Source: an optimization exercise on an open RTL-to-GDS flow (aim: small area, a short achievable clock period and few clock cycles per item). Production flows keep margins and buffers that such runs may drop. RTL that was checked went through simulation tests only; none was proved equivalent to the original. The RTL of runs 3 to 8 was laid out without a check of its function.

==> flow/flow/run.sh <==
#!/bin/bash
# Own layout flow: the standard flow (standard synthesis, floorplan, power
# grid, placement, CTS, routing) with two changes to how it is made:
#  - ports are buffered with buf_1 instead of the default buffer choice;
#  - timing repair only resizes and swaps pins (no buffer trees or cloning).
# ORFS writes every tool's full log under orfs/logs/; make's own output goes
# to flow_make.log here.
set -euo pipefail
export BUFFER_PORTS_ARGS="-buffer_cell sky130_fd_sc_hd__buf_1"
export SETUP_MOVE_SEQUENCE="sizeup,swap"
export SKIP_GATE_CLONING=1
bash standard.sh finish > flow_make.log 2>&1
==> flow/standard.sh <==
#!/bin/bash
# synth_recipe.tcl (not shown) runs the flow's synth.tcl, then flattens the netlist and writes it again
# the make line also repeats each setting of config.mk as NAME=value (left out here)
make -C /OpenROAD-flow-scripts/flow DESIGN_CONFIG=/design/flow/config.mk WORK_HOME=/design/flow/orfs CLKGATE_MAP_FILE= SYNTH_SCRIPT=/design/flow/synth_recipe.tcl "${@:-finish}"
==> flow/config.mk <==
export PLATFORM = sky130hd
export DESIGN_NAME = ascon_perm_engine
export DESIGN_NICKNAME = ascon_perm_engine
export VERILOG_FILES = /design/flow/design.v
export SDC_FILE = /design/flow/constraint.sdc
export NUM_CORES = 4
export LEC_CHECK = 0
export CAP_MARGIN = 20
export CORE_MARGIN = 2
export CORE_UTILIZATION = 40
export PLACE_DENSITY = 0.75
export SETUP_SLACK_MARGIN = 2.0
export SLEW_MARGIN = 20
==> flow/constraint.sdc <==
create_clock -name core_clock -period 5.0 [get_ports {clk}]
set_input_delay 1.0000 -clock core_clock [delete_from_list [all_inputs] [get_ports {clk}]]
set_output_delay 1.0000 -clock core_clock [all_outputs]
set_load 0.01 [all_outputs]
==> flow/design.v <==
`default_nettype none
module ascon_perm_engine #(
    parameter int UNROLL  = 1,
    parameter int SLICE_W = 64
) (
    input  logic         clk,
    input  logic         rst,
    input  logic         in_valid_i,
    output logic         in_ready_o,
    input  logic [3:0]   rounds_i,
    input  logic [319:0] state_i,
    output logic         out_valid_o,
    input  logic         out_ready_i,
    output logic [319:0] state_o,
    output logic         busy_o
);
    localparam int W = 64;
    logic [319:0] st_q;        
    logic [3:0]   r_q;         
    logic         busy_q;      
    logic         valid_q;     
    logic         run_q;       
    logic         ld_q;        
    function automatic logic [W-1:0] ror(input logic [W-1:0] x, input int n);
        ror = (x >> n) | (x << (W - n));
    endfunction
    function automatic logic [319:0] half_a(input logic [319:0] s, input logic [7:0] c);
        logic [W-1:0] x0, x1, x2, x3, x4;
        logic [W-1:0] t0, t1, t2, t3, t4;
        x0 = s[4*W +: W];
        x1 = s[3*W +: W];
        x2 = s[2*W +: W];
        x3 = s[1*W +: W];
        x4 = s[0*W +: W];
        x2 = x2 ^ {{(W-8){1'b0}}, c};
        x0 = x0 ^ x4;
        x4 = x4 ^ x3;
        x2 = x2 ^ x1;
        t0 = ~x0 & x1;
        t1 = ~x1 & x2;
        t2 = ~x2 & x3;
        t3 = ~x3 & x4;
        t4 = ~x4 & x0;
        x0 = x0 ^ t1;
        x1 = x1 ^ t2;
        x2 = x2 ^ t3;
        x3 = x3 ^ t4;
        x4 = x4 ^ t0;
        x1 = x1 ^ x0;
        x0 = x0 ^ x4;
        x3 = x3 ^ x2;
        x2 = ~x2;
        half_a = {x0, x1, x2, x3, x4};
    endfunction
    function automatic logic [319:0] lin(input logic [319:0] s);
        logic [W-1:0] x0, x1, x2, x3, x4;
        x0 = s[4*W +: W];
        x1 = s[3*W +: W];
        x2 = s[2*W +: W];
        x3 = s[1*W +: W];
        x4 = s[0*W +: W];
        x0 = x0 ^ ror(x0, 19) ^ ror(x0, 28);
        x1 = x1 ^ ror(x1, 61) ^ ror(x1, 39);
        x2 = x2 ^ ror(x2, 1)  ^ ror(x2, 6);
        x3 = x3 ^ ror(x3, 10) ^ ror(x3, 17);
        x4 = x4 ^ ror(x4, 7)  ^ ror(x4, 41);
        lin = {x0, x1, x2, x3, x4};
    endfunction
    logic [319:0] l_q;         
    logic         dlv;         
    logic         acc;         
    logic [3:0]   r0;          
    logic [3:0]   r_d;
    logic [319:0] a_in;
    always_comb begin
        l_q  = lin(st_q);
        dlv  = valid_q & out_ready_i;
        in_ready_o = ~busy_q | dlv;
        acc  = in_valid_i & in_ready_o;
        r0   = ((rounds_i == 4'd0) || (rounds_i > 4'd12)) ? 4'd0 : 4'd12 - rounds_i;
        r_d  = run_q ? r_q + 4'd1 : r0;
        a_in[319:160] = run_q ? l_q[319:160] : state_i[319:160];
        a_in[159:0]   = ld_q  ? state_i[159:0] : l_q[159:0];
    end
    always_ff @(posedge clk) begin
        if (rst) begin
            busy_q  <= 1'b0;
            valid_q <= 1'b0;
            run_q   <= 1'b0;
            ld_q    <= 1'b1;
        end else if (acc) begin
            busy_q  <= 1'b1;
            valid_q <= (r0 == 4'd11);
            run_q   <= (r0 != 4'd11);
            ld_q    <= (r0 == 4'd11);
        end else if (dlv) begin
            busy_q  <= 1'b0;
            valid_q <= 1'b0;
        end else if (run_q) begin
            valid_q <= (r_q == 4'd10);
            run_q   <= (r_q != 4'd10);
            ld_q    <= (r_q == 4'd10);
        end
    end
    always_ff @(posedge clk) begin
        if (~valid_q | out_ready_i) begin
            st_q <= half_a(a_in, {~r_d, r_d});
            r_q  <= r_d;
        end
    end
    assign out_valid_o = valid_q;
    assign busy_o      = busy_q;
    assign state_o     = l_q;
endmodule
`default_nettype wire
==> out/qor.csv, run 1 <==
metric;value;unit
number of global-route vias before repair;20000;
gpl congestion;0.943;
post-synthesis cell type count;49;
max cap viols;0;
cell breakdown of the critical path;xor3_2 > buf_1;
via density per instance;5.53;
most frequent cell after synthesis;xnor2_1;
CTS Buf Count;42;
most frequent cells after synthesis;xnor2_1, edfxtp_1, xor2_1;
HPWL Detailed;112000;µm
FF-to-FF End;st_q[80];
DRT Pass-1 Iters;6;
via count;21000;
first-pass GRT wire length;170000;µm
post-route cell area;34200;µm²
CTS max path bufs;3;
die height;271;µm
Boundary Pins;651;
Slew Viols, Final;0;
1st-iter DRT viols;2272;
Site Rows;97;
fin cells;3800;
synth-to-layout area growth;19.9;%
Initial Util;40.6;%
DRT antenna net count;0;
area leader, netlist;edfxtp_1;
Hold Fails Final Rpt;0;
ratio of cells with drive above 1 in the final layout;12.1;%
RSZ-0062 raised after global routing;true;
Post-DP Area;32100;µm²
Worst Hold Class;input port to flop;
ranking of synthesized cells by area;edfxtp_1, xnor2_1, xor3_1;
CTS tree;done;
grt total ovfl;0;
# setup viols final;0;
slew margin rel.;37.8;%
flip-flop and latch count after synthesis;328;
setup TNS;0;ns
Hold-fix buffers, CTS;0;
die area;73400;µm²
clock latency (worst-skew pair);0.59;ns
flop2flop setup slack;2.03;ns
largest net degree at the start of global routing;105;
crit path max fanout;3;
clock transition at the registers of the reported paths;0.06;ns
core area;70300;µm²
fin nets;3289;
CP peak stage delay;0.75;ns
FFs w/ async S/R, synth;0;%
outcome;timing/DRC/antenna clean;
hold path depth;2;
Placed Cells;3726;
CP required;4.00;ns
clk sinks;328;
FF-to-FF Start;run_q;
slew at the pin with the worst max-slew slack;0.933;ns
mapped cell area;28500;µm²
Detailed Route WL;131000;µm
Worst setup EP type;primary output;
Syn Area/Cell;13.2;µm²
Synth top area share;34.1;%
startpoint types;flop;
gr usage total;34.5;%
Hold Crit Start;rst;
Hold Crit Endpoint;run_q;
initial antenna violation count;7;
Yosys Warn Count;1;
Die Width;271;µm
post-synthesis sequential area ratio;34.4;%
Buf+Inv Stages, Crit Path;1;
ys flop type;edfxtp_1;
kind of critical path;flop to primary output;
Buffers on Ports;650;
post-synthesis cell count;2155;
Largest delay share family, worst path;flip-flops;
Mapped Nets;2614;
Final Skew;0.0200;ns
Highest Clock Rate;321;MHz
CP arrival;2.12;ns
Final Core Density;48.6;%
Max H-tree Level;2;
min cycle time layout;3.12;ns
Post-synth EDFFs;324;
Clock Tree Root;clkbuf_16;
final period utilization;62.3;%
# DRC;0;
Routed WL per cell;34.4;µm
r2r worst-path depth;4;
crit path max-delay cell type;edfxtp_1;
==> sequential cells by signal, summed over array words and instances, names as in the netlist <==
register,count
busy_q,1
ld_q,1
r_q,4
run_q,1
st_q,320
valid_q,1
==> cell families (layout without fill, tap and decap cells) <==
| kind of cell | count (synthesis) | after routing | synth area share, % |
|---|---|---|---|
| muxes | 380 | 380 | 14.0 |
| and+or+nand+nor | 166 | 166 | 3.05 |
| AOI/OAI and AO/OA | 21 | 21 | 0.623 |
| xor gates and xnor gates | 1018 | 1018 | 38.9 |
| other | 0 | 4 | 0 |
| DFF | 328 | 328 | 34.4 |
| buffers and inverters | 47 | 748 | 1.09 |
| adders and majority gates | 195 | 195 | 8.00 |
==> how the worst max path moves through the flow <==
stage | cells after the start | from | slack (ns) | to
CTS | 3 | st_q[203] | 1.86 | state_o[206]
global placement | 9 | rounds_i[0] | 1.44 | st_q[65]
floorplan | 1 | out_ready_i | 1.29 | r_q[0]
finish | 2 | st_q[263] | 1.88 | state_o[263]
detailed placement | 9 | rounds_i[0] | 1.36 | st_q[65]
global route | 3 | st_q[118] | 1.93 | state_o[118]
==> cell usage in the layout (no fill, tap or decap), types with 11 or more instances in the layout <==
master     instances
nor2b_1           67
buf_1            635
edfxtp_1         324
xor2_1           321
nand2_1           68
xnor2_2           85
clkinv_1          13
buf_4             12
buf_2             11
ha_1             131
mux2i_1          252
xor3_1           122
xor3_2            21
xnor2_1          461
mux2_2           121
clkbuf_16         42
maj3_1            64
==> through the flow <==
stage	setup slack (ns)	hold WS, ns
floorplan	1.29	0.673
global route	1.93	0.680
global placement	1.44	0.641
finish	1.88	0.664
detailed placement	1.36	0.662
CTS	1.86	0.638
==> worst reg2reg max path, cell delays in order (launching register included) <==
cell,delay [ns]
dfxtp_4,0.95
mux2i_1,0.66
ha_1,0.36
xor2_1,0.58
xor2_1,0.14
==> routing by layer <==
layer	global-route usage [%]	routed length [µm]	vias to the layer above
met5	0	46	-
li1	-	-	8984
met4	10.8	4580	6
met1	45.8	53000	10700
met3	6.20	11400	159
met2	57.2	61800	1227
==> what timing repair did <==
item	CTS	global route
resized for setup	95	52
pin swaps	12	17
setup endpoints to repair	80	49
buffers inserted	0	0
==> final cells by class <==
cell class                      instances  area [µm²]
Fill cell                            6395       36100
Multi-Input combinational cell       1780       19200
Sequential cell                       328        9820
Timing Repair Buffer                  669        2700
Tap cell                              940        1180
Clock buffer                           48        1070
Clock inverter                         22         146
Inverter                                9        33.8
Antenna cell                            4        10.0
Testbench counts, summed over its fixed seeds: cycles 11,884, items 1,280.
==> run 2, diff against run 1 <==
==> flow/flow/run.sh (replaced) <==
#!/bin/bash
# Own layout flow: the standard flow (standard synthesis, floorplan, power
# grid, placement, CTS, routing) with two changes to how it is made:
#  - ports are buffered with buf_2 instead of the default buffer choice;
#  - timing repair uses its default moves.
# ORFS writes every tool's full log under orfs/logs/; make's own output goes
# to flow_make.log here.
set -euo pipefail
export BUFFER_PORTS_ARGS="-buffer_cell sky130_fd_sc_hd__buf_2"


bash standard.sh finish > flow_make.log 2>&1
--- a/flow/config.mk
+++ b/flow/config.mk
@@ -8,6 +8,5 @@
 export CAP_MARGIN = 20
 export CORE_MARGIN = 2
 export CORE_UTILIZATION = 40
-export PLACE_DENSITY = 0.75
-export SETUP_SLACK_MARGIN = 2.0
+export SETUP_SLACK_MARGIN = 1.5
 export SLEW_MARGIN = 20
==> out/qor.csv, run 2 <==
metric;value;unit;change
Initial Util;40.6;%;unchanged
initial antenna violation count;8;;+1
synth-to-layout area growth;20.2;%;
Largest delay share family, worst path;flip-flops;;
gpl congestion;0.992;;+5.2%
setup TNS;0;ns;unchanged
post-synthesis cell type count;49;;unchanged
min cycle time layout;3.38;ns;+0.258 ns
fin cells;3805;;+0.13%
# setup viols final;0;;unchanged
HPWL Detailed;112000;µm;+0.51%
largest registers;st_q (320), r_q (4);;
Boundary Pins;651;;unchanged
mapped cell area;28500;µm²;unchanged
cell breakdown of the critical path;xnor2_2 > xnor2_1 > buf_2;;
Detailed Route WL;132000;µm;+0.69%
via count;20900;;-0.71%
RSZ-0062 raised after global routing;false;;
Post-Synth Simple-Gate Area;3.05;%;unchanged
ys flop type;edfxtp_1;;
clock transition at the registers of the reported paths;0.05;ns;about the same
Yosys Warn Count;1;;unchanged
Placed Cells;3724;;-0.054%
gr usage total;34.8;%;+0.21 points
final period utilization;67.5;%;+5.2 points
slew at the pin with the worst max-slew slack;0.924;ns;-0.00858 ns
Synth Area in XOR/XNOR;38.9;%;unchanged
worst hold slack;0.612;ns;-0.0525 ns
Worst Hold Class;input port to flop;;
FFs w/ async S/R, synth;0;%;unchanged
die height;271;µm;unchanged
Final Core Density;48.7;%;+0.12 points
Mapped Nets;2614;;unchanged
core area;70300;µm²;unchanged
flip-flop and latch count after synthesis;328;;unchanged
Final Skew;0.0207;ns;+0.000667 ns
startpoint types;flop;;
crit path max fanout;3;;unchanged
most frequent cell after synthesis;xnor2_1;;
Slew Viols, Final;0;;unchanged
DRT Pass-1 Iters;5;;-1
first-pass GRT wire length;173000;µm;+1.8%
DRT antenna net count;0;;unchanged
ratio of cells with drive above 1 in the final layout;30.4;%;+18 points
CTS tree;done;;
compound-cell area share of the yosys netlist;0.623;%;unchanged
CP required;4.00;ns;about the same
max cap viols;0;;unchanged
number of diodes;0;;-4
slew margin rel.;37.9;%;+0.13 points
adder-cell share of the synthesized area;8.00;%;unchanged
Syn Area/Cell;13.2;µm²;unchanged
Highest Clock Rate;296;MHz;-7.6%
# DRC;0;;unchanged
CP peak stage delay;0.79;ns;+0.04 ns
most common cell after layout, fill and taps aside;buf_2;;
Routed WL per cell;34.6;µm;+0.56%
Die Width;271;µm;unchanged
most flop-heavy register;st_q;;
largest net degree at the start of global routing;115;;+9.5%
mux share of post-synthesis cell area;14.0;%;unchanged
outcome;timing/DRC/antenna clean;;
area leader, netlist;edfxtp_1;;
Clock Tree Root;clkbuf_16;;
CTS max path bufs;3;;unchanged
number of global-route vias before repair;21000;;+5.1%
Buffers on Ports;650;;unchanged
ranking of synthesized cells by area;edfxtp_1, xnor2_1, xor3_1;;
CP arrival;2.38;ns;+0.26 ns
main combinational cell family by area after synthesis;XOR/XNOR gates;;
crit path max-delay cell type;edfxtp_1;;
CTS Buf Count;44;;+4.8%
Worst setup EP type;primary output;;
via density per instance;5.49;;-0.84%
Hold Fails Final Rpt;0;;unchanged
die area;73400;µm²;unchanged
most frequent cells after synthesis;xnor2_1, edfxtp_1, xor2_1;;
Buf+Inv Stages, Crit Path;1;;unchanged
max FFs per register;320;;unchanged
1st-iter DRT viols;2249;;-1.0%
Site Rows;97;;unchanged
clk sinks;328;;unchanged
Post-synth EDFFs;324;;unchanged
grt total ovfl;0;;unchanged
fin nets;3289;;unchanged
clock latency (worst-skew pair);0.60;ns;about the same
Hold-fix buffers, CTS;0;;unchanged
post-synthesis cell count;2155;;unchanged
Max H-tree Level;2;;unchanged
kind of critical path;flop to primary output;;
post-synthesis sequential area ratio;34.4;%;unchanged
Synth top area share;34.1;%;unchanged
most frequent cells in the layout;buf_2, xnor2_1, edfxtp_1, xor2_1, mux2i_1;;
-- run 2: cell counts after synthesis --
No cell type changed its count.
-- run 2: layout make-up --
class / instances / area (µm²)
Clock inverter: 22 / 189
Timing Repair Buffer: 667 / 3460
Multi-Input combinational cell: 1780 / 18400
Clock buffer: 59 / 1180
Inverter: 9 / 33.8
Sequential cell: 328 / 9820
Fill cell: 6462 / 36000
Tap cell: 940 / 1180
-- run 2: what timing repair did --
| action | CTS | global route |
|---|---|---|
| gates resized for setup | 0 | 1 |
| setup buffers | 0 | 0 |
| endpoints found under the setup margin | 0 | 1 |
| hold endpoints to repair | 0 | 0 |
-- run 2: final timing paths --
path            start            to  slack, ns  cells after the start
max          st_q[71]  state_o[125]       1.62                      3
max reg2reg      ld_q     st_q[305]       1.96                      5
min               rst        busy_q       0.61                      2
min reg2reg    busy_q        busy_q       0.64                      2
-- run 2: metal layers --
layer  part of all wire [%]  GRT usage [%]  up-vias
met2                     48           58.4     1069
li1                       -              -     8966
met4                    3.7           11.9        4
met3                    7.8           5.62      182
met5                  0.020              0        -
met1                     40           45.3    10700
-- run 2: worst reg2reg max path, cell delays in order (launching register included) --
cell and delay, ns:
dfxtp_4 0.67, buf_12 0.45, mux2i_1 0.93, ha_1 0.40
xor2_1 0.18, xnor2_1 0.15
-- run 2: cells by family after synthesis --
logic type	after synthesis
fa+ha+maj	195
mux	380
buf+inv	47
compound gates	21
simple gates	166
xor+xnor	1018
flops	328
-- run 2: through the flow --
| step | setup slack [ns] | instance area [µm²] |
|---|---|---|
| after floorplan | 1.29 | 28500 |
| after global placement | 1.49 | 32900 |
| after detailed placement | 1.43 | 32900 |
| after CTS | 1.55 | 34200 |
| after global routing | 1.69 | 34300 |
| final | 1.62 | 34300 |
==> run 3, diff against run 2 <==
--- a/flow/design.v
+++ b/flow/design.v
@@ -24,7 +24,7 @@
     function automatic logic [W-1:0] ror(input logic [W-1:0] x, input int n);
         ror = (x >> n) | (x << (W - n));
     endfunction
-    function automatic logic [319:0] half_a(input logic [319:0] s, input logic [7:0] c);
+    function automatic logic [319:0] round_f(input logic [319:0] s, input logic [7:0] c);
         logic [W-1:0] x0, x1, x2, x3, x4;
         logic [W-1:0] t0, t1, t2, t3, t4;
         x0 = s[4*W +: W];
@@ -50,37 +50,26 @@
         x0 = x0 ^ x4;
         x3 = x3 ^ x2;
         x2 = ~x2;
-        half_a = {x0, x1, x2, x3, x4};
-    endfunction
-    function automatic logic [319:0] lin(input logic [319:0] s);
-        logic [W-1:0] x0, x1, x2, x3, x4;
-        x0 = s[4*W +: W];
-        x1 = s[3*W +: W];
-        x2 = s[2*W +: W];
-        x3 = s[1*W +: W];
-        x4 = s[0*W +: W];
         x0 = x0 ^ ror(x0, 19) ^ ror(x0, 28);
         x1 = x1 ^ ror(x1, 61) ^ ror(x1, 39);
         x2 = x2 ^ ror(x2, 1)  ^ ror(x2, 6);
         x3 = x3 ^ ror(x3, 10) ^ ror(x3, 17);
         x4 = x4 ^ ror(x4, 7)  ^ ror(x4, 41);
-        lin = {x0, x1, x2, x3, x4};
+        round_f = {x0, x1, x2, x3, x4};
     endfunction
-    logic [319:0] l_q;         
     logic         dlv;         
     logic         acc;         
     logic [3:0]   r0;          
     logic [3:0]   r_d;
-    logic [319:0] a_in;
+    logic [319:0] rin;
     always_comb begin
-        l_q  = lin(st_q);
         dlv  = valid_q & out_ready_i;
         in_ready_o = ~busy_q | dlv;
         acc  = in_valid_i & in_ready_o;
         r0   = ((rounds_i == 4'd0) || (rounds_i > 4'd12)) ? 4'd0 : 4'd12 - rounds_i;
         r_d  = run_q ? r_q + 4'd1 : r0;
-        a_in[319:160] = run_q ? l_q[319:160] : state_i[319:160];
-        a_in[159:0]   = ld_q  ? state_i[159:0] : l_q[159:0];
+        rin[319:160] = run_q ? st_q[319:160] : state_i[319:160];
+        rin[159:0]   = ld_q  ? state_i[159:0] : st_q[159:0];
     end
     always_ff @(posedge clk) begin
         if (rst) begin
@@ -104,12 +93,12 @@
     end
     always_ff @(posedge clk) begin
         if (~valid_q | out_ready_i) begin
-            st_q <= half_a(a_in, {~r_d, r_d});
+            st_q <= round_f(rin, {~r_d, r_d});
             r_q  <= r_d;
         end
     end
     assign out_valid_o = valid_q;
     assign busy_o      = busy_q;
-    assign state_o     = l_q;
+    assign state_o     = st_q;
 endmodule
 `default_nettype wire
==> out/qor.csv, run 3 <==
metric;value;unit;change
final period utilization;70.5;%;+2.9 points
number of diodes;0;;unchanged
Detailed Route WL;137000;µm;+3.9%
clock transition at the registers of the reported paths;0.06;ns;about the same
Highest Clock Rate;284;MHz;-4.2%
Buf+Inv Stages, Crit Path;2;;+1
crit path max fanout;25;;+22
CP arrival;3.88;ns;+1.50 ns
via count;21800;;+4.2%
Clock Tree Root;clkbuf_16;;
Mapped Nets;2746;;+5.0%
clk sinks;328;;unchanged
Synth top area share;34.5;%;+0.34 points
slew margin rel.;21.1;%;-17 points
Hold-fix buffers, CTS;0;;unchanged
Syn Area/Cell;12.3;µm²;-6.7%
Worst setup EP type;flop;;
post-synthesis cell type count;50;;+2.0%
post-route cell area;35500;µm²;+3.5%
core area;69900;µm²;-0.52%
CP Capture Point;st_q[277];;
post-synthesis cell count;2287;;+6.1%
Post-DP Area;33600;µm²;+2.1%
max cap viols;0;;unchanged
FFs w/ async S/R, synth;0;%;unchanged
most frequent cell after synthesis;xnor2_1;;
clock latency (worst-skew pair);0.59;ns;about the same
Boundary Pins;651;;unchanged
gpl congestion;0.986;;-0.68%
1st-iter DRT viols;2109;;-6.2%
flop2flop setup slack;1.48;ns;-0.48 ns
FF-to-FF Start;ld_q;;
setup TNS;0;ns;unchanged
CTS Buf Count;43;;-2.3%
Initial Util;40.4;%;-0.19 points
Max H-tree Level;2;;unchanged
largest registers;st_q (320), r_q (4);;
crit path max-delay cell type;dfxtp_4;;
Slew Viols, Final;0;;unchanged
Worst Hold Class;flop to flop;;
outcome;timing/DRC/antenna clean;;
Die Width;270;µm;-0.48%
ranking of synthesized cells by area;edfxtp_1, xnor2_1, mux2i_1;;
FF-to-FF End;st_q[277];;
most common cell after layout, fill and taps aside;xnor2_1;;
min cycle time layout;3.52;ns;+0.147 ns
Largest delay share family, worst path;XOR/XNOR gates;;
Layout fillers;6375;;-1.3%
RSZ-0062 raised after global routing;false;;
HPWL Detailed;117000;µm;+3.6%
flip-flop and latch count after synthesis;328;;unchanged
Hold Fails Final Rpt;0;;unchanged
Post-synth EDFFs;324;;unchanged
CP peak stage delay;0.61;ns;-0.18 ns
die area;72700;µm²;-0.96%
CTS max path bufs;3;;unchanged
number of global-route vias before repair;22000;;+4.8%
most frequent cells after synthesis;xnor2_1, edfxtp_1, xor2_1;;
Placed Cells;3981;;+6.9%
Site Rows;97;;unchanged
Crit. path cell count;8;;+5
Final Skew;0.0165;ns;-0.00419 ns
Buffers on Ports;650;;unchanged
grt total ovfl;0;;unchanged
die height;270;µm;-0.48%
slew at the pin with the worst max-slew slack;1.17;ns;+0.250 ns
startpoint types;flop;;
via density per instance;5.34;;-2.7%
Final Core Density;50.7;%;+2.0 points
most frequent cells in the layout;xnor2_1, buf_2, edfxtp_1, xor2_1, mux2i_1;;
CP required;5.36;ns;+1.36 ns
crit path launch;ld_q;;
kind of critical path;flop to flop;;
initial antenna violation count;5;;-3
# setup viols final;0;;unchanged
cell breakdown of the critical path;buf_12 > buf_4 > mux2i_1 > ha_1 > xnor2_1 > xnor2_2 > xnor2_1 > xnor2_2;;
# DRC;0;;unchanged
DRT Pass-1 Iters;5;;unchanged
first-pass GRT wire length;183000;µm;+5.3%
Yosys Warn Count;1;;unchanged
largest net degree at the start of global routing;108;;-6.1%
DRT antenna net count;0;;unchanged
ratio of cells with drive above 1 in the final layout;35.1;%;+4.7 points
fin cells;4072;;+7.0%
synth-to-layout area growth;25.6;%;
gr usage total;36.5;%;+1.8 points
ys flop type;edfxtp_1;;
post-synthesis sequential area ratio;34.7;%;+0.34 points
mapped cell area;28200;µm²;-0.97%
max FFs per register;320;;unchanged
fin nets;3559;;+8.2%
r2r worst-path depth;8;;+3
area leader, netlist;edfxtp_1;;
most flop-heavy register;st_q;;
Routed WL per cell;33.6;µm;-2.9%
CTS tree;done;;
run 3: final cells by class:
cell class	count	area, µm²	share of cell area [%]
multi-input combinational	1916	18400	52.0
clock inverter	25	268	0.755
clock buffer	52	1150	3.25
inverter	6	22.5	0.0635
timing repair buffer	805	4580	12.9
sequential	328	9820	27.7
tap	940	1180	3.32
run 3: worst reg2reg max path, delay by kind of cell (launching register included):
family     cells  cell delay [ns]
xor+xnor       4             1.24
fa+ha+maj      1             0.38
buf+inv        2             0.54
flops          1             0.61
mux            1             0.52
run 3: logic make-up after synthesis:
group / synth area share, %
multiplexers: 14.2
flip-flops: 34.7
buffers and inverters: 1.25
XOR/XNOR: 38.2
AO/OA/AOI/OAI: 0.408
adder cells (fa/ha/maj): 8.08
AND/OR/NAND/NOR: 3.18
run 3: worst min-delay path by stage:
stage                     startpoint      to  slack (ns)  cells past startpoint
after floorplan               busy_q  busy_q        0.55                      2
after global placement        busy_q  busy_q        0.54                      2
after detailed placement      busy_q  busy_q        0.55                      2
after CTS                     busy_q  busy_q        0.56                      2
after global routing          busy_q  busy_q        0.60                      2
final                         busy_q  busy_q        0.55                      2
run 3: per-layer routing:
layer / part of all wire (%) / track usage (%)
met5: 0.0095 / 0
met4: 4.5 / 14.2
met2: 47 / 60.9
met1: 41 / 47.2
met3: 7.3 / 6.27
run 3: stage by stage:
| stage | hold WS [ns] | setup slack, ns |
|---|---|---|
| floorplan | 0.546 | 1.29 |
| global placement | 0.540 | 0.757 |
| detailed placement | 0.552 | 0.675 |
| CTS | 0.563 | 1.50 |
| global route | 0.599 | 1.50 |
| finish | 0.552 | 1.48 |
run 3: repair_timing:
item,4_1_cts,5_1_grt
endpoints found under the hold margin,0,0
endpoints found under the setup margin,176,36
pin swaps,0,3
resized for setup,24,16
setup buffers,3,11
==> run 4, diff against run 3 <==
--- a/flow/config.mk
+++ b/flow/config.mk
@@ -9,4 +9,4 @@
 export CORE_MARGIN = 2
 export CORE_UTILIZATION = 40
 export SETUP_SLACK_MARGIN = 1.5
-export SLEW_MARGIN = 20
+export SLEW_MARGIN = 60
==> out/qor.csv, run 4 <==
metric;value;unit;change
Initial Util;40.4;%;unchanged
r2r worst-path depth;8;;unchanged
gpl congestion;0.986;;unchanged
DRT antenna net count;0;;unchanged
setup TNS;0;ns;unchanged
RSZ-0062 raised after global routing;true;;
grt total ovfl;0;;unchanged
Post-synth EDFFs;324;;unchanged
most frequent cells after synthesis;xnor2_1, edfxtp_1, xor2_1;;
Final Skew;0.0199;ns;+0.00343 ns
Buffers on Ports;650;;unchanged
Worst setup EP type;flop;;
first-pass GRT wire length;181000;µm;-0.73%
Clock Tree Root;clkbuf_16;;
hold path depth;2;;unchanged
most common cell after layout, fill and taps aside;xnor2_1;;
via count;21800;;+0.087%
max cap viols;0;;unchanged
most flop-heavy register;st_q;;
Boundary Pins;651;;unchanged
slew at the pin with the worst max-slew slack;0.614;ns;-0.560 ns
Hold Fails Final Rpt;0;;unchanged
worst hold slack;0.558;ns;+0.00569 ns
outcome;timing/DRC/antenna clean;;
largest registers;st_q (320), r_q (4);;
Worst Hold Class;flop to flop;;
CP required;5.30;ns;-0.06 ns
post-synthesis cell type count;50;;unchanged
flip-flop and latch count after synthesis;328;;unchanged
Mapped Nets;2746;;unchanged
CP arrival;3.75;ns;-0.13 ns
Site Rows;97;;unchanged
Detailed Route WL;136000;µm;-0.37%
ys flop type;edfxtp_1;;
startpoint types;flop;;
ratio of cells with drive above 1 in the final layout;38.4;%;+3.3 points
final period utilization;69.1;%;-1.3 points
number of diodes;0;;unchanged
Hold-fix buffers, CTS;0;;unchanged
1st-iter DRT viols;2120;;+0.52%
post-route cell area;36400;µm²;+2.5%
Max H-tree Level;2;;unchanged
die area;72700;µm²;unchanged
synth-to-layout area growth;28.8;%;
die height;270;µm;unchanged
Syn Area/Cell;12.3;µm²;unchanged
# setup viols final;0;;unchanged
ranking of synthesized cells by area;edfxtp_1, xnor2_1, mux2i_1;;
number of global-route vias before repair;22000;;-0.42%
core area;69900;µm²;unchanged
Yosys Warn Count;1;;unchanged
min cycle time layout;3.46;ns;-0.0666 ns
Highest Clock Rate;289;MHz;+1.9%
clk sinks;328;;unchanged
gr usage total;36.4;%;-0.17 points
area leader, netlist;edfxtp_1;;
# DRC;0;;unchanged
post-synthesis cell count;2287;;unchanged
via density per instance;5.35;;about the same
mapped cell area;28200;µm²;unchanged
Routed WL per cell;33.5;µm;-0.40%
Final Core Density;52.0;%;+1.3 points
most frequent cell after synthesis;xnor2_1;;
slew margin rel.;57.9;%;+37 points
DRT Pass-1 Iters;5;;unchanged
clock latency (worst-skew pair);0.59;ns;about the same
fin nets;3561;;+0.056%
FFs w/ async S/R, synth;0;%;unchanged
Placed Cells;3994;;+0.33%
CTS max path bufs;3;;unchanged
Slew Viols, Final;0;;unchanged
max FFs per register;320;;unchanged
most frequent cells in the layout;xnor2_1, buf_2, edfxtp_1, xor2_1, mux2i_1;;
Synth top area share;34.5;%;unchanged
CTS Buf Count;43;;unchanged
crit path max fanout;47;;+88%
kind of critical path;flop to flop;;
Post-DP Area;34700;µm²;+3.5%
largest net degree at the start of global routing;75;;-31%
post-synthesis sequential area ratio;34.7;%;unchanged
clock transition at the registers of the reported paths;0.06;ns;about the same
Die Width;270;µm;unchanged
fin cells;4073;;+0.025%
initial antenna violation count;4;;-1
HPWL Detailed;118000;µm;+0.85%
CTS tree;done;;
==> run 4: final cells by class <==
cell class	instances	area, µm²
multi-input combinational	1916	19400
timing repair buffer	807	4650
clock buffer	58	1170
inverter	6	22.5
sequential	328	9820
clock inverter	18	106
fill	6337	33500
tap	940	1180
==> run 4: repair_timing <==
action                                 CTS  global route
endpoints found under the hold margin    0             0
buffers inserted                         0             3
setup endpoints to repair               11            26
resized for setup                        7            21
pin swaps                                0             3
==> run 4: path summary, 6_finish.rpt <==
| kind | startpoint | to | slack, ns |
|---|---|---|---|
| setup / recovery | ld_q | st_q[311] | 1.54 |
| setup reg to reg | ld_q | st_q[311] | 1.54 |
| hold / removal | busy_q | busy_q | 0.56 |
| hold reg to reg | busy_q | busy_q | 0.56 |
==> run 4: cells by family after synthesis <==
logic type / Yosys count / share of synthesized area, %
AO/OA/AOI/OAI: 15 / 0.408
XOR/XNOR: 1158 / 38.2
adder cells (fa/ha/maj): 195 / 8.08
buffers and inverters: 43 / 1.25
flip-flops: 328 / 34.7
multiplexers: 383 / 14.2
AND/OR/NAND/NOR: 165 / 3.18
==> run 4: critical path, cell delays in order (launching register included) <==
cell,delay (ns)
dfxtp_4,0.53
buf_12,0.24
buf_12,0.29
mux2_2,0.43
ha_1,0.35
xor2_1,0.39
xnor2_4,0.22
xnor2_1,0.47
xnor2_1,0.21
==> run 4: metal layers <==
layer	vias to the layer above	GRT usage (%)	wire length [µm]
li1	9457	-	-
met1	11100	46.8	54400
met2	1070	61.6	65800
met3	190	6.18	10800
met4	2	12.7	5440
met5	-	0	12
==> run 4: metrics by stage <==
stage	worst slack [ns]
floorplan	1.29
global placement	0.757
detailed placement	0.699
CTS	1.50
global route	1.42
finish	1.54
==> run 5, diff against run 4 <==
==> flow/flow/run.sh (replaced) <==
#!/bin/bash
# Own layout flow: the standard flow (standard synthesis, floorplan, power
# grid, placement, CTS, routing) with two changes to how it is made:
#  - ports are buffered with buf_2 instead of the default buffer choice;
#  - timing repair only resizes and swaps pins (no buffer trees or cloning).
# ORFS writes every tool's full log under orfs/logs/; make's own output goes
# to flow_make.log here.
set -euo pipefail
export BUFFER_PORTS_ARGS="-buffer_cell sky130_fd_sc_hd__buf_2"
export SETUP_MOVE_SEQUENCE="sizeup,swap"
export SKIP_GATE_CLONING=1
bash standard.sh finish > flow_make.log 2>&1
==> out/qor.csv, run 5 <==
metric;value;unit;change
outcome;timing/DRC/antenna clean;;
Routed WL per cell;33.5;µm;-0.10%
largest registers;st_q (320), r_q (4);;
Site Rows;97;;unchanged
most frequent cell after synthesis;xnor2_1;;
Worst Hold Class;flop to flop;;
via count;21900;;+0.35%
CTS tree;done;;
ranking of synthesized cells by area;edfxtp_1, xnor2_1, mux2i_1;;
FFs w/ async S/R, synth;0;%;unchanged
Post-synth EDFFs;324;;unchanged
Setup Fix Bufs, Post-CTS;0;;unchanged
area leader, netlist;edfxtp_1;;
synth-to-layout area growth;28.8;%;unchanged
most common cell after layout, fill and taps aside;xnor2_1;;
most frequent cells after synthesis;xnor2_1, edfxtp_1, xor2_1;;
# setup viols final;0;;unchanged
FF-to-FF Start;run_q;;
crit path launch;run_q;;
Placed Cells;3994;;unchanged
Hold Crit Start;busy_q;;
Final Core Density;52.0;%;unchanged
Max H-tree Level;2;;unchanged
max FFs per register;320;;unchanged
slew at the pin with the worst max-slew slack;0.638;ns;+0.0241 ns
Buffers on Ports;650;;unchanged
flop2flop setup slack;1.53;ns;-0.02 ns
Synth top area share;34.5;%;unchanged
die area;72700;µm²;unchanged
fin nets;3558;;-0.084%
initial antenna violation count;4;;unchanged
post-synthesis sequential area ratio;34.7;%;unchanged
number of global-route vias before repair;22000;;unchanged
crit path max fanout;35;;-26%
pre-CTS setup slack;0.699;ns;unchanged
Hold-fix buffers, CTS;0;;unchanged
clock latency (worst-skew pair);0.59;ns;about the same
via density per instance;5.37;;+0.40%
Clock Tree Root;clkbuf_16;;
# DRC;0;;unchanged
CP arrival;3.79;ns;+0.04 ns
CTS max path bufs;3;;unchanged
DRT antenna net count;0;;unchanged
PnR worst setup slack;1.53;ns;-0.0156 ns
Boundary Pins;651;;unchanged
1st-iter DRT viols;2247;;+6.0%
most flop-heavy register;st_q;;
first-pass GRT wire length;181000;µm;unchanged
Slew Viols, Final;0;;unchanged
DRT Pass-1 Iters;5;;unchanged
post-synthesis cell type count;50;;unchanged
core area;69900;µm²;unchanged
RSZ-0062 raised after global routing;true;;
final period utilization;69.4;%;+0.31 points
fin cells;4071;;-0.049%
CP required;5.32;ns;+0.02 ns
mapped cell area;28200;µm²;unchanged
gpl congestion;0.986;;unchanged
Detailed Route WL;136000;µm;-0.15%
max cap viols;0;;unchanged
flip-flop and latch count after synthesis;328;;unchanged
clock transition at the registers of the reported paths;0.06;ns;about the same
kind of critical path;flop to flop;;
Hold Fails Final Rpt;0;;unchanged
Worst setup EP type;flop;;
post-synthesis cell count;2287;;unchanged
Yosys Warn Count;1;;unchanged
HPWL Detailed;118000;µm;unchanged
Highest Clock Rate;288;MHz;-0.45%
Layout fillers;6329;;-0.13%
gr usage total;36.4;%;unchanged
ys flop type;edfxtp_1;;
CTS Buf Count;43;;unchanged
Final Skew;0.0152;ns;-0.00469 ns
clk sinks;328;;unchanged
Die Width;270;µm;unchanged
most frequent cells in the layout;xnor2_1, buf_2, edfxtp_1, xor2_1, mux2i_1;;
ratio of cells with drive above 1 in the final layout;38.4;%;about the same
largest net degree at the start of global routing;75;;unchanged
Mapped Nets;2746;;unchanged
Syn Area/Cell;12.3;µm²;unchanged
Initial Util;40.4;%;unchanged
grt total ovfl;0;;unchanged
setup TNS;0;ns;unchanged
slew margin rel.;56.2;%;-1.7 points
startpoint types;flop;;
min cycle time layout;3.47;ns;+0.0156 ns
die height;270;µm;unchanged
-- run 5: cell counts after synthesis --
No cell type changed its count.
-- run 5: metrics by stage --
step | area [µm²] | hold WS [ns]
after detailed placement | 34700 | 0.552
after global placement | 33600 | 0.540
after global routing | 36400 | 0.616
after CTS | 36100 | 0.562
after floorplan | 28300 | 0.546
final | 36400 | 0.563
-- run 5: final timing paths --
path,cells after the start,end
hold reg to reg,2,busy_q
hold / removal,2,busy_q
setup / recovery,10,st_q[122]
setup reg to reg,10,st_q[122]
-- run 5: cell type report --
cell class | instances | area, µm² | share of cell area, %
diodes | 1 | 2.50 | 0.00688
inverters | 6 | 22.5 | 0.0619
multi-input cells | 1916 | 19400 | 53.4
clock buffers | 58 | 1170 | 3.23
repair buffers | 804 | 4630 | 12.7
flip-flops and latches | 328 | 9820 | 27.0
clock inverters | 18 | 106 | 0.293
well taps | 940 | 1180 | 3.23
-- run 5: repair_timing --
action / 4_1_cts / 5_1_grt
pin swaps: 0 / 3
setup endpoints to repair: 11 / 26
gates resized for setup: 7 / 24
-- run 5: kinds of logic after synthesis --
logic type | share of synthesized area, %
compound gates | 0.408
xor+xnor | 38.2
fa+ha+maj | 8.08
buf+inv | 1.25
flops | 34.7
mux | 14.2
simple gates | 3.18
-- run 5: layer usage --
layer	vias to the layer above	wire length, µm	GRT usage, %
li1	9471	-	-
met1	11100	55200	46.8
met2	1079	65600	61.6
met3	182	9950	6.18
met4	2	5420	12.7
met5	-	12	0
-- run 5: worst max-delay path: stages (launching register included) --
cell	delay [ns]
dfxtp_4	0.51
buf_12	0.24
buf_12	0.23
buf_12	0.29
mux2i_2	0.49
ha_1	0.33
xor2_1	0.14
buf_4	0.20
xnor2_2	0.40
xnor2_1	0.15
xnor2_1	0.15
==> run 6, diff against run 5 <==
--- a/flow/config.mk
+++ b/flow/config.mk
@@ -9,4 +9,4 @@
 export CORE_MARGIN = 2
 export CORE_UTILIZATION = 40
 export SETUP_SLACK_MARGIN = 1.5
-export SLEW_MARGIN = 60
+export SLEW_MARGIN = 20
==> out/qor.csv, run 6 <==
metric;value;unit;change
area leader, netlist;edfxtp_1;;
fin cells;4059;;-0.29%
Highest Clock Rate;274;MHz;-4.9%
via count;22000;;+0.52%
CP Capture Point;st_q[105];;
Site Rows;97;;unchanged
pre-CTS setup slack;0.675;ns;-0.0242 ns
Layout fillers;6113;;-3.4%
setup TNS;0;ns;unchanged
gr usage total;36.6;%;+0.26 points
# DRC;0;;unchanged
post-synthesis cell count;2287;;unchanged
CP peak stage delay;1.02;ns;+0.51 ns
Synth top area share;34.5;%;unchanged
PnR worst setup slack;1.35;ns;-0.179 ns
Initial Util;40.4;%;unchanged
most frequent cell after synthesis;xnor2_1;;
Post-DP Area;33600;µm²;-3.4%
Hold Fails Final Rpt;0;;unchanged
CTS tree;done;;
synth-to-layout area growth;34.5;%;
Worst setup EP type;flop;;
r2r worst-path depth;8;;-2
CTS max path bufs;3;;unchanged
Worst Hold Class;flop to flop;;
Yosys Warn Count;1;;unchanged
DRT Pass-1 Iters;5;;unchanged
die height;270;µm;unchanged
clock transition at the registers of the reported paths;0.06;ns;about the same
post-synthesis cell type count;50;;unchanged
most frequent cells in the layout;xnor2_1, buf_2, edfxtp_1, xor2_1, mux2i_1;;
post-synthesis sequential area ratio;34.7;%;unchanged
most common cell after layout, fill and taps aside;xnor2_1;;
FF-to-FF Start;run_q;;
startpoint types;flop;;
Placed Cells;3981;;-0.33%
Syn Area/Cell;12.3;µm²;unchanged
clock latency (worst-skew pair);0.60;ns;about the same
first-pass GRT wire length;183000;µm;+1.0%
CTS Buf Count;43;;unchanged
ratio of cells with drive above 1 in the final layout;42.8;%;+4.4 points
Setup Fix Bufs, Post-CTS;0;;unchanged
1st-iter DRT viols;2223;;-1.1%
grt total ovfl;0;;unchanged
DRT antenna net count;0;;unchanged
most flop-heavy register;st_q;;
RSZ-0062 raised after global routing;true;;
Buffers on Ports;650;;unchanged
crit path launch;run_q;;
flop2flop setup slack;1.35;ns;-0.18 ns
Slew Viols, Final;0;;unchanged
Hold-fix buffers, CTS;0;;unchanged
min cycle time layout;3.65;ns;+0.179 ns
Max H-tree Level;2;;unchanged
Mapped Nets;2746;;unchanged
number of global-route vias before repair;22300;;+1.6%
CP required;5.34;ns;+0.02 ns
crit path max-delay cell type;dfxtp_4;;
outcome;timing/DRC/antenna clean;;
Die Width;270;µm;unchanged
initial antenna violation count;5;;+1
post-route cell area;38000;µm²;+4.4%
kind of critical path;flop to flop;;
worst hold slack;0.551;ns;-0.0125 ns
Final Core Density;54.3;%;+2.3 points
core area;69900;µm²;unchanged
Final Skew;0.0157;ns;+0.000427 ns
max FFs per register;320;;unchanged
CP arrival;3.99;ns;+0.20 ns
die area;72700;µm²;unchanged
# setup viols final;0;;unchanged
largest net degree at the start of global routing;108;;+44%
mapped cell area;28200;µm²;unchanged
Boundary Pins;651;;unchanged
FF-to-FF End;st_q[105];;
gpl congestion;0.986;;unchanged
ranking of synthesized cells by area;edfxtp_1, xnor2_1, mux2i_1;;
via density per instance;5.41;;+0.82%
final period utilization;73.0;%;+3.6 points
Clock Tree Root;clkbuf_16;;
Routed WL per cell;33.9;µm;+1.3%
clk sinks;328;;unchanged
crit path max fanout;59;;+69%
FFs w/ async S/R, synth;0;%;unchanged
max cap viols;0;;unchanged
cell breakdown of the critical path;buf_12 > mux2_2 > ha_1 > xnor2_1 > buf_4 > xor2_1 > xor2_1 > xnor2_1;;
most frequent cells after synthesis;xnor2_1, edfxtp_1, xor2_1;;
slew at the pin with the worst max-slew slack;1.09;ns;+0.453 ns
ys flop type;edfxtp_1;;
Post-synth EDFFs;324;;unchanged
flip-flop and latch count after synthesis;328;;unchanged
largest registers;st_q (320), r_q (4);;
Detailed Route WL;137000;µm;+0.95%
HPWL Detailed;117000;µm;-0.85%
slew margin rel.;27.3;%;-29 points
fin nets;3545;;-0.37%
[run 6: changes by cell type in the layout (fill, tap and decap cells not counted), sizes merged]
| cell | change |
|---|---|
| buf | -13 |
| clkbuf | -6 |
| bufinv | +5 |
| clkinvlp | +3 |
| inv | -1 |
[run 6: kinds of logic (layout without fill, tap and decap cells)]
family | count (synthesis) | after routing | synth area share, %
xor gates and xnor gates | 1158 | 1158 | 38.2
muxes | 383 | 383 | 14.2
DFF | 328 | 328 | 34.7
adders and majority gates | 195 | 195 | 8.08
and+or+nand+nor | 165 | 165 | 3.18
buffers and inverters | 43 | 874 | 1.25
AOI/OAI and AO/OA | 15 | 15 | 0.408
other | 0 | 1 | 0
[run 6: worst min-delay path by stage]
stage                     endpoint   start  depth (start not counted)
final                       busy_q  busy_q                          2
after global routing        busy_q  busy_q                          2
after global placement      busy_q  busy_q                          2
after floorplan             busy_q  busy_q                          2
after CTS                   busy_q  busy_q                          2
after detailed placement    busy_q  busy_q                          2
[run 6: timing repair]
action                     CTS  global route
gates resized for setup    178           223
setup endpoints to repair  176           215
pin swaps                   21            50
[run 6: metal layers]
layer | wire [µm] | track usage (%) | share of wire [%] | up-vias
met5 | 0 | 0 | 0 | -
met4 | 6310 | 14.6 | 4.6 | 0
met3 | 10500 | 6.23 | 7.6 | 195
met2 | 65400 | 61.0 | 48 | 1135
met1 | 55300 | 47.3 | 40 | 11200
li1 | - | - | - | 9424
[run 6: layout make-up]
cell class              count  area, µm²  share of cell area [%]
diodes                      1       2.50                 0.00659
inverters                   6       22.5                  0.0593
repair buffers            791       4460                    11.8
well taps                 940       1180                    3.10
multi-input cells        1916      21100                    55.5
clock buffers              52       1150                    3.03
flip-flops and latches    328       9820                    25.9
clock inverters            25        268                   0.705
[run 6: worst max-delay path, delay by kind of cell (launching register included)]
family	cells	cell delay [ns]
flip-flops	1	1.02
multiplexers	1	0.40
buffers and inverters	2	0.57
XOR/XNOR	4	0.99
adder cells (fa/ha/maj)	1	0.30
==> run 7, diff against run 6 <==
--- a/flow/config.mk
+++ b/flow/config.mk
@@ -8,5 +8,5 @@
 export CAP_MARGIN = 20
 export CORE_MARGIN = 2
 export CORE_UTILIZATION = 40
-export SETUP_SLACK_MARGIN = 1.5
+export SETUP_SLACK_MARGIN = 2.0
 export SLEW_MARGIN = 20
==> out/qor.csv, run 7 <==
metric;value;unit;change
Post-Synth Simple-Gate Area;3.18;%;unchanged
adder-cell share of the synthesized area;8.08;%;unchanged
Die Width;270;µm;unchanged
Hold Fails Final Rpt;0;;unchanged
Worst Hold Class;flop to flop;;
Worst setup EP type;flop;;
Initial Util;40.4;%;unchanged
FFs w/ async S/R, synth;0;%;unchanged
core area;69900;µm²;unchanged
DRT Pass-1 Iters;5;;unchanged
Placed Cells;3962;;-0.48%
post-synthesis sequential area ratio;34.7;%;unchanged
ranking of synthesized cells by area;edfxtp_1, xnor2_1, mux2i_1;;
max cap viols;0;;unchanged
CP required;5.30;ns;-0.04 ns
Detailed Route WL;139000;µm;+0.84%
worst hold slack;0.532;ns;-0.0189 ns
number of global-route vias before repair;22500;;+0.81%
CP arrival;3.56;ns;-0.43 ns
main combinational cell family by area after synthesis;XOR/XNOR gates;;
crit path max-delay cell type;dfxtp_4;;
Routed WL per cell;34.3;µm;+1.4%
ys flop type;edfxtp_1;;
CTS Buf Count;43;;unchanged
Boundary Pins;651;;unchanged
final period utilization;65.2;%;-7.8 points
post-route cell area;42800;µm²;+13%
most common cell after layout, fill and taps aside;buf_2;;
via density per instance;5.54;;+2.5%
largest registers;st_q (320), r_q (4);;
most flop-heavy register;st_q;;
mapped cell area;28200;µm²;unchanged
Buffers on Ports;650;;unchanged
kind of critical path;flop to flop;;
fin cells;4037;;-0.54%
via count;22400;;+1.9%
mux share of post-synthesis cell area;14.2;%;unchanged
crit path max fanout;30;;-49%
max FFs per register;320;;unchanged
# DRC;0;;unchanged
post-synthesis cell type count;50;;unchanged
slew at the pin with the worst max-slew slack;0.897;ns;-0.194 ns
Yosys Warn Count;1;;unchanged
DRT antenna net count;0;;unchanged
Site Rows;97;;unchanged
Synth top area share;34.5;%;unchanged
cell breakdown of the critical path;buf_16 > buf_16 > mux2i_4 > mux2i_2 > xor2_1 > xnor2_2 > xnor2_2 > xnor2_1;;
largest net degree at the start of global routing;106;;-1.9%
first-pass GRT wire length;184000;µm;+0.44%
flip-flop and latch count after synthesis;328;;unchanged
die height;270;µm;unchanged
gr usage total;36.7;%;+0.11 points
die area;72700;µm²;unchanged
CP peak stage delay;0.67;ns;-0.35 ns
1st-iter DRT viols;2217;;-0.27%
clock transition at the registers of the reported paths;0.06;ns;about the same
initial antenna violation count;5;;unchanged
Max H-tree Level;2;;unchanged
Clock Tree Root;clkbuf_16;;
synth-to-layout area growth;51.8;%;
outcome;timing/DRC/antenna clean;;
# setup viols final;0;;unchanged
Slew Viols, Final;0;;unchanged
most frequent cell after synthesis;xnor2_1;;
Highest Clock Rate;307;MHz;+12%
post-synthesis cell count;2287;;unchanged
clock latency (worst-skew pair);0.60;ns;about the same
CTS max path bufs;3;;unchanged
HPWL Detailed;115000;µm;-0.99%
Final Skew;0.0244;ns;+0.00875 ns
Post-DP Area;33800;µm²;+0.82%
grt total ovfl;0;;unchanged
Syn Area/Cell;12.3;µm²;unchanged
RSZ-0062 raised after global routing;true;;
most frequent cells in the layout;buf_2, xnor2_1, edfxtp_1, xnor2_2, xor2_1;;
ratio of cells with drive above 1 in the final layout;55.8;%;+13 points
most frequent cells after synthesis;xnor2_1, edfxtp_1, xor2_1;;
gpl congestion;0.985;;-0.10%
Mapped Nets;2746;;unchanged
fin nets;3526;;-0.54%
Post-synth EDFFs;324;;unchanged
clk sinks;328;;unchanged
area leader, netlist;edfxtp_1;;
slew margin rel.;38.5;%;+11 points
setup TNS;0;ns;unchanged
CTS tree;done;;
min cycle time layout;3.26;ns;-0.389 ns
startpoint types;flop;;
compound-cell area share of the yosys netlist;0.408;%;unchanged
Synth Area in XOR/XNOR;38.2;%;unchanged
-- run 7: area by class of cell --
class / instances / area, µm²
well taps: 940 / 1180
clock inverters: 18 / 131
fillers: 5506 / 27100
flip-flops and latches: 328 / 9820
clock buffers: 56 / 1170
multi-input cells: 1916 / 26000
diodes: 1 / 2.50
inverters: 6 / 42.5
repair buffers: 772 / 4520
-- run 7: repair_timing --
action / in CTS / in global routing
hold buffers: 0 / 0
hold endpoints to repair: 0 / 0
resized for setup: 473 / 604
buffers inserted: 0 / 0
setup endpoints to repair: 285 / 280
pin swaps: 102 / 229
-- run 7: per-stage QoR --
stage | setup WS (ns) | utilization (%)
detailed placement | 1.04 | 48.4
finish | 1.74 | 61.3
CTS | 1.71 | 55.4
global route | 1.65 | 61.3
global placement | 1.09 | 48.4
floorplan | 1.29 | -
-- run 7: critical path, delay by kind of cell, from the launching register on --
family / cells / cell delay, ns
xor+xnor: 4 / 1.08
flops: 1 / 0.67
buf+inv: 2 / 0.52
mux: 2 / 0.61
-- run 7: final timing paths --
| check | from | to | slack [ns] | depth (start not counted) |
|---|---|---|---|---|
| max | ld_q | st_q[194] | 1.74 | 8 |
| min | busy_q | busy_q | 0.53 | 2 |
| max reg2reg | ld_q | st_q[194] | 1.74 | 8 |
| min reg2reg | busy_q | busy_q | 0.53 | 2 |
-- run 7: logic make-up (layout without fill, tap and decap cells) --
kind of cell               count (synthesis)  after routing
AOI/OAI and AO/OA                         15             15
xor gates and xnor gates                1158           1158
adders and majority gates                195            195
buffers and inverters                     43            852
DFF                                      328            328
muxes                                    383            383
other                                      0              1
and+or+nand+nor                          165            165
-- run 7: routing by layer --
metal / GRT usage [%] / wire length [µm] / up-vias
li1: - / - / 9375
met2: 61.5 / 66500 / 1241
met5: 0 / 13 / -
met3: 4.86 / 10500 / 270
met4: 14.6 / 7320 / 2
met1: 48.1 / 54300 / 11500
==> run 8, diff against run 7 <==
==> flow/flow/run.sh (replaced) <==
#!/bin/bash
# Own layout flow: the standard flow (standard synthesis, floorplan, power
# grid, placement, CTS, routing) with two changes to how it is made:
#  - ports are buffered with buf_1 instead of the default buffer choice;
#  - timing repair uses its default moves.
# ORFS writes every tool's full log under orfs/logs/; make's own output goes
# to flow_make.log here.
set -euo pipefail
export BUFFER_PORTS_ARGS="-buffer_cell sky130_fd_sc_hd__buf_1"


bash standard.sh finish > flow_make.log 2>&1
--- a/flow/config.mk
+++ b/flow/config.mk
@@ -8,5 +8,5 @@
 export CAP_MARGIN = 20
 export CORE_MARGIN = 2
 export CORE_UTILIZATION = 40
-export SETUP_SLACK_MARGIN = 2.0
+export SETUP_SLACK_MARGIN = 1.5
 export SLEW_MARGIN = 20
==> out/qor.csv, run 8 <==
metric;value;unit;change
outcome;timing/DRC/antenna clean;;
Max H-tree Level;2;;unchanged
CP arrival;3.81;ns;+0.25 ns
area leader, netlist;edfxtp_1;;
hold path depth;2;;unchanged
Site Rows;97;;unchanged
main combinational cell family by area after synthesis;XOR/XNOR gates;;
via count;21900;;-1.9%
number of global-route vias before repair;22000;;-2.0%
r2r worst-path depth;8;;unchanged
adder-cell share of the synthesized area;8.08;%;unchanged
compound-cell area share of the yosys netlist;0.408;%;unchanged
RSZ-0062 raised after global routing;true;;
DRT antenna net count;0;;unchanged
slew margin rel.;25.8;%;-13 points
crit path max fanout;47;;+57%
Synth Area in XOR/XNOR;38.2;%;unchanged
most frequent cell after synthesis;xnor2_1;;
Hold Crit Start;busy_q;;
Clock Tree Root;clkbuf_16;;
pre-CTS setup slack;0.713;ns;-0.322 ns
clock latency (worst-skew pair);0.60;ns;about the same
grt total ovfl;0;;unchanged
most flop-heavy register;st_q;;
Hold-fix buffers, CTS;0;;unchanged
ratio of cells with drive above 1 in the final layout;14.2;%;-42 points
gr usage total;36.3;%;-0.43 points
CP required;5.30;ns;about the same
# DRC;0;;unchanged
FF-to-FF End;st_q[109];;
Highest Clock Rate;285;MHz;-7.1%
Syn Area/Cell;12.3;µm²;unchanged
Detailed Route WL;137000;µm;-1.3%
flip-flop and latch count after synthesis;328;;unchanged
Slew Viols, Final;0;;unchanged
largest registers;st_q (320), r_q (4);;
die area;72700;µm²;unchanged
max FFs per register;320;;unchanged
1st-iter DRT viols;2132;;-3.8%
Synth top area share;34.5;%;unchanged
first-pass GRT wire length;181000;µm;-1.6%
Worst Hold Class;flop to flop;;
post-synthesis cell type count;50;;unchanged
Worst setup EP type;flop;;
ys flop type;edfxtp_1;;
Boundary Pins;651;;unchanged
most common cell after layout, fill and taps aside;xnor2_1;;
DRT Pass-1 Iters;5;;unchanged
fin cells;4051;;+0.35%
gpl congestion;0.979;;-0.58%
largest net degree at the start of global routing;69;;-35%
HPWL Detailed;117000;µm;+1.1%
number of diodes;0;;-1
via density per instance;5.42;;-2.3%
Final Skew;0.0291;ns;+0.00468 ns
Hold Crit Endpoint;busy_q;;
PnR worst setup slack;1.49;ns;-0.250 ns
min cycle time layout;3.51;ns;+0.250 ns
core area;69900;µm²;unchanged
post-synthesis cell count;2287;;unchanged
mapped cell area;28200;µm²;unchanged
CTS Buf Count;43;;unchanged
Routed WL per cell;33.8;µm;-1.7%
setup TNS;0;ns;unchanged
CTS max path bufs;3;;unchanged
synth-to-layout area growth;22.2;%;
most frequent cells in the layout;xnor2_1, buf_1, edfxtp_1, xor2_1, mux2i_1;;
FF-to-FF Start;ld_q;;
clock transition at the registers of the reported paths;0.06;ns;about the same
mux share of post-synthesis cell area;14.2;%;unchanged
die height;270;µm;unchanged
ranking of synthesized cells by area;edfxtp_1, xnor2_1, mux2i_1;;
Yosys Warn Count;1;;unchanged
flop2flop setup slack;1.49;ns;-0.25 ns
Post-synth EDFFs;324;;unchanged
CTS tree;done;;
FFs w/ async S/R, synth;0;%;unchanged
clk sinks;328;;unchanged
Mapped Nets;2746;;unchanged
startpoint types;flop;;
max cap viols;0;;unchanged
Placed Cells;3971;;+0.23%
final period utilization;70.2;%;+5.0 points
Initial Util;40.4;%;unchanged
Post-Synth Simple-Gate Area;3.18;%;unchanged
# setup viols final;0;;unchanged
Hold Fails Final Rpt;0;;unchanged
slew at the pin with the worst max-slew slack;1.10;ns;+0.208 ns
most frequent cells after synthesis;xnor2_1, edfxtp_1, xor2_1;;
Die Width;270;µm;unchanged
kind of critical path;flop to flop;;
post-synthesis sequential area ratio;34.7;%;unchanged
fin nets;3541;;+0.43%
Buffers on Ports;650;;unchanged
initial antenna violation count;2;;-3
-- run 8: cell families (layout without fill, tap and decap cells) --
| group | after synthesis | in the layout |
|---|---|---|
| xor gates and xnor gates | 1158 | 1158 |
| muxes | 383 | 383 |
| DFF | 328 | 328 |
| adders and majority gates | 195 | 195 |
| and+or+nand+nor | 165 | 165 |
| buffers and inverters | 43 | 867 |
| AOI/OAI and AO/OA | 15 | 15 |
-- run 8: metrics by stage --
step	util (%)	hold WS (ns)	instance area, µm²
floorplan	-	0.546	28300
global placement	46.8	0.541	32700
detailed placement	46.8	0.543	32700
CTS	48.9	0.552	34200
global route	49.4	0.580	34500
finish	49.4	0.552	34500
-- run 8: metal layers --
metal	share of wire [%]	wire, µm	track usage (%)
met5	0.0080	11	0
met4	4.5	6160	14.2
met3	7.9	10800	6.21
met2	47	64900	60.6
met1	40	54900	46.8
-- run 8: area by class of cell --
class | instances | area, µm²
timing repair buffer | 787 | 3630
multi-input combinational | 1916 | 18600
fill | 6610 | 35400
inverter | 6 | 22.5
sequential | 328 | 9820
clock buffer | 49 | 1140
clock inverter | 25 | 163
tap | 940 | 1180
-- run 8: worst max-delay path: stages (launching register included) --
cell,delay [ns]
dfxtp_4,0.50
buf_12,0.30
mux2i_1,0.71
ha_1,0.29
xnor2_1,0.12
buf_4,0.19
xor2_1,0.66
xor2_1,0.18
xnor2_1,0.19
-- run 8: worst max-delay path by stage --
stage                           end  slack, ns         from  cells after the start
final                     st_q[109]       1.49         ld_q                      8
after global routing       st_q[65]       1.42  rounds_i[0]                     11
after CTS                   st_q[1]       1.50         ld_q                      9
after detailed placement  st_q[124]       0.71  rounds_i[0]                     11
after global placement     st_q[69]       0.75  rounds_i[0]                     11
after floorplan              r_q[0]       1.29  out_ready_i                      1
-- run 8: timing repair --
item	4_1_cts	5_1_grt
pin swaps	0	2
buffers inserted	1	5
gates resized for setup	16	38
gates cloned	0	0
endpoints found under the setup margin	106	76
hold endpoints to repair	0	0

[port drivers added, routing unchanged]
The flow's constraints put no driver on any port. The routed layouts listed below were extracted and timed again, unchanged, in two steps. Step 1 sets driving cells, clkbuf_16 on the clock port and buf_2 on the other inputs (assumed; they add their load-dependent delay and slew). Step 2 moves the port delays by t, midway between the first and last clock arrival at a register: inputs arrive t later, outputs are due t later. That takes back most of the time a late clock gives input paths. Three values: no drivers, after step 1, after step 2; two values: the first two.
run	t (ns)	setup WS [ns]	slew at the worst register clock pin (ns)
run 1	0.641	1.883 / 1.819 / 1.461	0.06 / 0.06
run 2	0.653	1.625 / 1.559 / 1.386	0.06 / 0.06
run 3	0.651	1.477 / 1.477 / 0.952	0.06 / 0.06
run 4	0.648	1.544 / 1.544 / 0.938	0.07 / 0.07
run 5	0.649	1.528 / 1.528 / 0.959	0.06 / 0.06
run 6	0.658	1.350 / 1.350 / 0.925	0.06 / 0.06
run 7	0.653	1.739 / 1.739 / 1.170	0.06 / 0.06
run 8	0.653	1.489 / 1.489 / 0.897	0.07 / 0.07
After both steps setup and hold are still met in every run listed. The setup slack of run 4, which loses most, moves by 0.000 ns with the drivers and by -0.606 ns with both steps.
